From an optimization exercise on the open Yosys and OpenROAD flow, aimed at small area and a short achievable clock period; shortcuts taken in it are not production practice.
Only simulation tests tie the RTL to the original design; equivalence was not proved.
Power is estimated from default activity; no workload was simulated.

v18:
==> flow/design.v (excerpt) <==
module audioTop (
  input  logic clk,
  input  logic Reset,
  input  logic sck,
  input  logic mosi,
  input  logic ssel,
  output logic miso,
  output logic audio
);
clock: 10.0 ns
lec_check: 0
cap_margin: 20
core_margin: 2
core_utilization: 65
cts_cluster_diameter: 100
cts_cluster_size: 26
slew_margin: 20
standard.sh (not shown) runs the stock make flow with config.mk's settings and CLKGATE_MAP_FILE= SYNTH_SCRIPT=/design/flow/synth_recipe.tcl, a recipe that flattens the netlist after the stock synthesis.
==> flow/flow/run.sh <==
#!/bin/bash
set -euo pipefail
bash standard.sh "BUFFER_PORTS_ARGS=-buffer_cell sky130_fd_sc_hd__buf_4" \
  SETUP_SLACK_MARGIN=7.6 finish > make_finish.log 2>&1
Inputs modified between v18 and v56:
Settings: changing CTS_CLUSTER_SIZE from 26 to 22; changing CORE_UTILIZATION from 65 to 40.
==> flow/flow/run.sh <==
#!/bin/bash
set -euo pipefail
bash standard.sh "BUFFER_PORTS_ARGS=-buffer_cell sky130_fd_sc_hd__buf_4" \
  SETUP_SLACK_MARGIN=7.3 finish > make_finish.log 2>&1
==> results.txt <==
Between v18 and v56, the difference in max-slew headroom at the worst pin is negligible.
Relative to v18, the first-pass GRT wire length measured on v56 has decreased by a few percent.
Compared to v18, v56 has number of non-clock buffers in the layout 26 lower.
Diff v18 -> v56: area of all placed cells without fillers picked up an extra about 1.1%, post-route minimum period went up 0.10 ns, number of cells on the critical path about even, worst hold slack saw a decrease, effective utilization at floorplan now smaller.
The inputs of v17 differ from those of v56 as listed below.
Settings: a change of CTS_CLUSTER_SIZE from 22 to 26; a change of CORE_UTILIZATION from 40 to 65.
==> flow/flow/run.sh <==
#!/bin/bash
set -euo pipefail
ARGS=("BUFFER_PORTS_ARGS=-buffer_cell sky130_fd_sc_hd__buf_4" SETUP_SLACK_MARGIN=7.0)
bash standard.sh "${ARGS[@]}" place > make_place.log 2>&1
PLATFORM_DIR=$FLOW_HOME/platforms/sky130hd MV_DB=orfs/results/sky130hd/audioTop/base/3_place.odb \
  openroad -no_init -exit flow/move_out_ffs.tcl > move_out_ffs.log 2>&1
bash standard.sh "${ARGS[@]}" finish > make_finish.log 2>&1
==> flow/flow/move_out_ffs.tcl (new file) <==
# Move each flip-flop that drives an output-port buffer next to that buffer,
# then legalize. Reads and writes the placed database given in MV_DB.
read_lef $::env(PLATFORM_DIR)/lef/sky130_fd_sc_hd.tlef
read_lef $::env(PLATFORM_DIR)/lef/sky130_fd_sc_hd_merged.lef
read_db $::env(MV_DB)
set block [ord::get_db_block]
foreach bt [$block getBTerms] {
  if {[$bt getIoType] ne "OUTPUT"} { continue }
  set net [$bt getNet]
  set buf ""
  foreach it [$net getITerms] { if {[$it isOutputSignal]} { set buf [$it getInst] } }
  if {$buf eq ""} { continue }
  set ff ""
  foreach it [$buf getITerms] {
    if {![$it isInputSignal]} { continue }
    set n [$it getNet]
    if {$n eq "NULL"} { continue }
    foreach it2 [$n getITerms] {
      if {[$it2 isOutputSignal] && [string match "*df*" [[$it2 getInst] getMaster] ] } {}
      if {[$it2 isOutputSignal]} { set ff [$it2 getInst] }
    }
  }
  if {$ff eq ""} { continue }
  set m [[$ff getMaster] getName]
  if {![string match "*__df*" $m]} { puts "MV skip [$bt getName]: driver $m"; continue }
  set loc [$buf getLocation]
  set bx [lindex $loc 0]; set by [lindex $loc 1]
  set old [$ff getLocation]
  $ff setLocation $bx $by
  $ff setPlacementStatus PLACED
  puts "MV [$bt getName]: moved [$ff getName] ($m) from $old to near [$buf getName] at $loc"
}
detailed_placement
check_placement
write_db $::env(MV_DB)
Notes after the runs:
- Diff v56 -> v17: first-iteration DRC count went down 147; power density of the placed cells went down about 0.46%.
- Source-to-sink clock delay at the later pin of the worst-skew pair, v56 and v17, higher one = v56.
- Against v56, v17 reports a post-detailed-routing wire length that is higher.
- v56 has a higher internal power than v17.
- Core utilization on v17 is up relative to v56.
- v17 vs. v56: count of standard-cell rows now sits lower; post-layout instance count excluding filler cells has decreased; final standard cell area without fillers lost 2.3%.
--- input diff v17..v13 ---
==> flow/flow/run.sh <==
#!/bin/bash
set -euo pipefail
bash standard.sh "BUFFER_PORTS_ARGS=-buffer_cell sky130_fd_sc_hd__buf_4" \
  SETUP_SLACK_MARGIN=7.3 finish > make_finish.log 2>&1
removed: flow/flow/move_out_ffs.tcl
Findings:
v17 was smaller in final cell area than v13.
Relative to v17, the power spent charging and discharging nets measured on v13 has increased slightly.
Clock skew: v13 worse than v17
Per the comparison of v13 with v17, non-clock buffer count picked up an extra 19%; sequential share of layout area lost 0.27 points; final setup slack of the worst path lost 0.069 ns.

== Q ==
audioTop, a different RTL version from the one above (not shown whole).
For scale: roughly 3,100 cells after synthesis, ~2,300 flip-flops, ~7 I/O pins, ~0.055 sq mm of cells after synthesis.
## audioTop
module audioTop (
  input  logic clk,
  input  logic Reset,
  input  logic sck,
  input  logic mosi,
  input  logic ssel,
  output logic miso,
  output logic audio
);
Settings: LEC_CHECK=0, CAP_MARGIN=70, CORE_MARGIN=2, CORE_UTILIZATION=40, SLEW_MARGIN=40; clock period 10.0 ns.
run.sh (not shown) runs the stock make flow with config.mk's settings and CLKGATE_MAP_FILE= SYNTH_SCRIPT=/design/flow/synth_recipe.tcl, a recipe that flattens the netlist after the stock synthesis.
Stock flow here: none of the scripts above is used.
diff inputs: Q => P
Settings: CTS_CLUSTER_SIZE: unset -> 22; CAP_MARGIN: 70 -> 20; SLEW_MARGIN: 40 -> 20; CTS_CLUSTER_DIAMETER: unset -> 100.
==> flow/flow/run.sh (new file) <==
#!/bin/bash
set -euo pipefail
bash standard.sh "BUFFER_PORTS_ARGS=-buffer_cell sky130_fd_sc_hd__buf_4" \
  SETUP_SLACK_MARGIN=6.7 finish > make_finish.log 2>&1
==> flow/standard.sh (new file) <==
#!/bin/bash
# synth_recipe.tcl (not shown) runs the flow's synth.tcl, then flattens the netlist and writes it again
# the make line also repeats each setting of config.mk as NAME=value (left out here)
make -C /OpenROAD-flow-scripts/flow DESIGN_CONFIG=/design/flow/config.mk WORK_HOME=/design/flow/orfs CLKGATE_MAP_FILE= SYNTH_SCRIPT=/design/flow/synth_recipe.tcl "${@:-finish}"
removed: flow/run.sh
Results
- P vs. Q: post-route total power went down by 3.0 mW.
- Shortest period the worst path allows down 0.38 ns in P wrt Q
- Number of placed instances with taps included (P vs. Q) decreases slightly
- Final antenna diode count down 2 in P wrt Q
- Any difference in number of failing hold endpoints at the final stage between Q and P is small enough to ignore.
- After detailed routing, Q needs more wire than P.

## separate check: timing with driven ports
How much do the figures lean on ideal ports? The routed layouts below were timed once more, with nothing changed but the port constraints. Step 1, drivers: a clkbuf_16 drives clk and a buf_2 each remaining input, both assumed. Step 2, shift: input delay + t, output delay - t, t = (earliest + latest rising clock arrival at the registers) / 2. This alone moves slack from input paths to output paths. a / b / c = no drivers / after step 1 / after step 2; a / b = the first two.
run	t (ns)	slack for setup (ns)	hold WS [ns]	worst setup path at the end	slew at the worst register clock pin (ns)
v18	0.734	6.758 / 6.691 / 7.104	0.311 / 0.311 / 0.311	input, reset recovery	0.11 / 0.11
v56	0.792	6.657 / 6.587 / 7.042	0.308 / 0.308 / 0.308	input, reset recovery	0.10 / 0.10
v17	0.734	6.775 / 6.708 / 7.074	0.314 / 0.314 / 0.314	register to register	0.11 / 0.11
v13	0.748	6.706 / 6.641 / 6.981	0.321 / 0.321 / 0.321	input, reset recovery	0.11 / 0.11
Q	0.853	6.317 / 6.245 / 6.799	0.309 / 0.309 / 0.309	register to register	0.07 / 0.07
P	0.776	6.693 / 6.626 / 6.954	0.298 / 0.298 / 0.298	register to register	0.09 / 0.09
After both steps every run listed still meets setup and hold. The worst setup slack also covers recovery checks on asynchronous resets.
